Context: an optimization exercise on an open-source flow, tuned for small area, a short achievable clock period and few clock cycles per item. The choices shown serve that exercise and are no tape-out recipe. The RTL was checked by simulation tests, not by an equivalence proof against the original design.

Design compass_calibrate_and_heading, start of the top module:
module compass_calibrate_and_heading
#(
    parameter int SAMPLE_BITS  = cah_pkg::DEF_SAMPLE_BITS,
    parameter int CORDIC_STEPS = cah_pkg::DEF_CORDIC_STEPS
) (
    input  logic                                i_clk,
    input  logic                                i_rst_n,
    input  logic                                i_cfg_wen,
    input  logic                                i_cfg_idx,
    input  logic [cah_pkg::CFG_W-1:0]           i_cfg_wdata,
    input  logic                                s_axis_tvalid,
    output logic                                s_axis_tready,
    input  logic [((2*SAMPLE_BITS+7)/8)*8-1:0]  s_axis_tdata,
    input  logic [1:0]                          s_axis_tuser,
    output logic                                m_axis_tvalid,
    input  logic                                m_axis_tready,
    output logic [cah_pkg::HEAD_PAD-1:0]        m_axis_tdata
);
Size in the first run: about 12,000 cells after synthesis, about 1,800 flip-flops, roughly 81 I/O pins, about 120,000 sq um of cells after synthesis.
export LEC_CHECK = 0
export CAP_MARGIN = 20
export CORE_MARGIN = 2
export CORE_UTILIZATION = 40
export SLEW_MARGIN = 20
create_clock -name core_clock -period 12.0 [get_ports {i_clk}]
standard.sh (not shown) runs the stock make flow with config.mk's settings and CLKGATE_MAP_FILE= SYNTH_SCRIPT=/design/flow/synth_recipe.tcl, a recipe that flattens the netlist after the stock synthesis.
==> flow/flow/run.sh <==
#!/bin/bash
set -euo pipefail
MARGIN=$(cat flow/margin.txt)
bash standard.sh SETUP_SLACK_MARGIN=$MARGIN finish > flow_make.log 2>&1
==> flow/flow/margin.txt <==
7.0
The first run produced a clean layout.
Testbench counts at the start, summed over its fixed seeds: cycles 5,692, items 2,400.
Then changed:
==> flow/flow/margin.txt (replaced) <==
8.0
Outcome: The changed run passed the timing, design-rule and antenna checks. Maximum frequency climbs by 12%. Utilization climbs by 3.5 points. Via count climbs by 4.0%. Routed wire length climbs by 8.5%. Die area stays the same. Area after synthesis stays the same. Cell area climbs by 8.0%. Clock-buffer cell count climbs by 12.

compass_calibrate_and_heading, a different RTL version from the one above (not shown whole).
For scale: about 12000 cells after synthesis, roughly 1800 flip-flops, ~81 I/O pins, roughly 120000 um^2 of cells after synthesis.
export LEC_CHECK = 0
export CAP_MARGIN = 20
export CORE_MARGIN = 2
export CORE_UTILIZATION = 50
export CTS_CLUSTER_DIAMETER = 100
export CTS_CLUSTER_SIZE = 24
export SLEW_MARGIN = 20
create_clock -name core_clock -period 12.0 [get_ports {i_clk}]
==> flow/flow/margin.txt <==
8.0
Scripts as last shown in full above: flow/flow/run.sh
Testbench counts at the start, summed over its fixed seeds: cycles 5,692, items 2,400.
==> next run, changes <==
==> flow/flow/margin.txt (replaced) <==
8.5
After rerunning:
- sequential cell count is unchanged

== red ==
Another version of the RTL of compass_calibrate_and_heading (not shown whole).
Size in the first run: about 11000 cells after synthesis, about 81 I/O pins, about 110000 µm² of cells after synthesis.
clock: 12.0 ns
lec_check: 0
cap_margin: 20
core_margin: 2
core_utilization: 50
cts_cluster_diameter: 100
cts_cluster_size: 20
slew_margin: 20
==> flow/flow/margin.txt <==
7.0
Scripts as last shown in full above: flow/flow/run.sh
red completed; timing, DRC and antenna clean
Testbench counts of red, summed over its fixed seeds: cycles 5,692, items 2,400.
Here is what was changed in the inputs of blue compared with red.
- a change of CORE_UTILIZATION from 50 to 60
==> flow/flow/margin.txt <==
8.0
Findings:
- Detailed-routing wirelength on met1 shrinks by a few percent when moving from red to blue.
- From red to blue the numbers moved as follows: total number of nets in the final design went up by 3.0%, area taken by flip-flops and latches closely matched the old numbers.
> inputs changed (blue -> green)
- CORE_UTILIZATION: 60 -> 50
[summary]
Number of inserted filler cells in the final layout for green: 4672 up relative to blue. Compared with blue, green shows a area added between synthesis and finish that is 1.4 points higher. Changes observed in green relative to blue: total number of vias lost 857, fmax decreased 3.0%.

## run A
compass_calibrate_and_heading, a different RTL version from the one above (not shown whole).
For scale: ~4500 cells after synthesis, about 81 I/O pins.
export LEC_CHECK = 0
export CAP_MARGIN = 20
export CORE_MARGIN = 2
export CORE_UTILIZATION = 40
export SLEW_MARGIN = 20
create_clock -name core_clock -period 12.0 [get_ports {i_clk}]
==> flow/flow/margin.txt <==
8.0
Scripts as last shown in full above: flow/flow/run.sh
Testbench counts of run A, summed over its fixed seeds: cycles 39,424, items 2,400.
Input-level comparison between run B and run A:
==> flow/flow/margin.txt <==
6.5
--- outcome ---
From run A to run B the numbers moved as follows: max-slew headroom at the worst pin fell 2.5 points; depth of the worst register-to-register path fell by 1; worst setup slack moved down; smallest hold slack now sits at about the same level; fraction of area in clock buffers and inverters increased 0.28 points.
Against run A, register-to-register slack in run B came out worse.
Critical path depth down 1 in run B wrt run A
Run A finished all stages; the layout is clean.
Per the final summary, run B finished and its layout is clean on timing, DRC and antenna.

compass_calibrate_and_heading, a different RTL version from the one above (not shown whole).
For scale: roughly 12000 cells after synthesis, ~1800 flip-flops, about 120000 um^2 of cells after synthesis.
clock: 12.0 ns
lec_check: 0
cap_margin: 20
core_margin: 2
core_utilization: 50
cts_cluster_diameter: 100
cts_cluster_size: 30
slew_margin: 20
==> flow/flow/margin.txt <==
8.0
Scripts as last shown in full above: flow/flow/run.sh
The starting point went through all stages and came out clean.
Testbench counts at the start, summed over its fixed seeds: cycles 5,692, items 2,400.
Edit:
--- a/flow/config.mk
+++ b/flow/config.mk
@@ -9,5 +9,3 @@
 export CORE_MARGIN = 2
-export CORE_UTILIZATION = 50
-export CTS_CLUSTER_DIAMETER = 100
-export CTS_CLUSTER_SIZE = 30
+export CORE_UTILIZATION = 40
 export SLEW_MARGIN = 20
Effect:
- fmax grows by a few percent
- cell count grows by a few percent
- cell area grows by a few percent
- die area grows by a quarter to a third

compass_calibrate_and_heading with an RTL version that a note above also has.
Size: about 11,000 cells after synthesis, roughly 1,800 flip-flops, ~81 I/O pins, about 110,000 um2 of cells after synthesis.
clock: 12.0 ns
lec_check: 0
cap_margin: 20
core_margin: 2
core_utilization: 50
cts_cluster_diameter: 100
cts_cluster_size: 20
slew_margin: 20
==> flow/flow/margin.txt <==
7.5
Scripts as last shown in full above: flow/flow/run.sh
Testbench counts at the start, summed over its fixed seeds: cycles 5,692, items 2,400.
Then changed:
Settings changed: CORE_UTILIZATION 50 to 60.
Effect:
- The changed run produced a clean layout
- worst setup slack improved by 0.011 ns
- global-route usage went up by 5.7 points
- area after synthesis stays the same
- die area went down by 17%
- design area went down by 0.78%
- critical path depth does not change
- sequential share of layout area went up by 0.24 points

==> port drivers added, routing unchanged <==
In the flow no input, the clock included, has a driving cell. The finished layouts below were timed again as built, in two steps. Step 1, drivers: a clkbuf_16 drives i_clk and a buf_2 each remaining input, both assumed. Step 2 moves the port delays by t, midway between the first and last clock arrival at a register: inputs arrive t later, outputs are due t later. That takes back most of the time a late clock gives input paths. Slacks: ideal ports / drivers / drivers and shift; pairs: ideal ports / drivers.
run	t, ns	slack for setup (ns)	hold WS [ns]
the first run of note 1	0.986	7.153 / 7.153 / 6.625	0.435 / 0.435 / 0.435
the second run of note 1	0.957	7.688 / 7.688 / 7.183	0.407 / 0.407 / 0.407
the first run of note 2	0.865	7.753 / 7.753 / 7.379	0.420 / 0.420 / 0.420
the second run of note 2	0.902	7.750 / 7.750 / 7.651	0.417 / 0.417 / 0.417
red	0.867	7.118 / 7.118 / 6.667	0.345 / 0.345 / 0.345
blue	0.892	7.872 / 7.872 / 7.399	0.333 / 0.333 / 0.333
green	0.881	7.744 / 7.744 / 7.318	0.368 / 0.368 / 0.368
run A	0.705	8.006 / 7.976 / 7.548	0.373 / 0.373 / 0.373
run B	0.708	7.168 / 7.168 / 7.168	0.375 / 0.375 / 0.375
the first run of note 5	0.869	7.677 / 7.677 / 7.326	0.438 / 0.438 / 0.438
the second run of note 5	0.981	7.770 / 7.770 / 7.344	0.364 / 0.364 / 0.364
the first run of note 6	0.877	7.630 / 7.630 / 6.908	0.348 / 0.348 / 0.348
the second run of note 6	0.874	7.641 / 7.640 / 6.889	0.363 / 0.363 / 0.363
After both steps setup and hold are still met in every run listed. The setup slack of the second run of note 6, which loses most, moves by -0.001 ns with the drivers and by -0.752 ns with both steps.
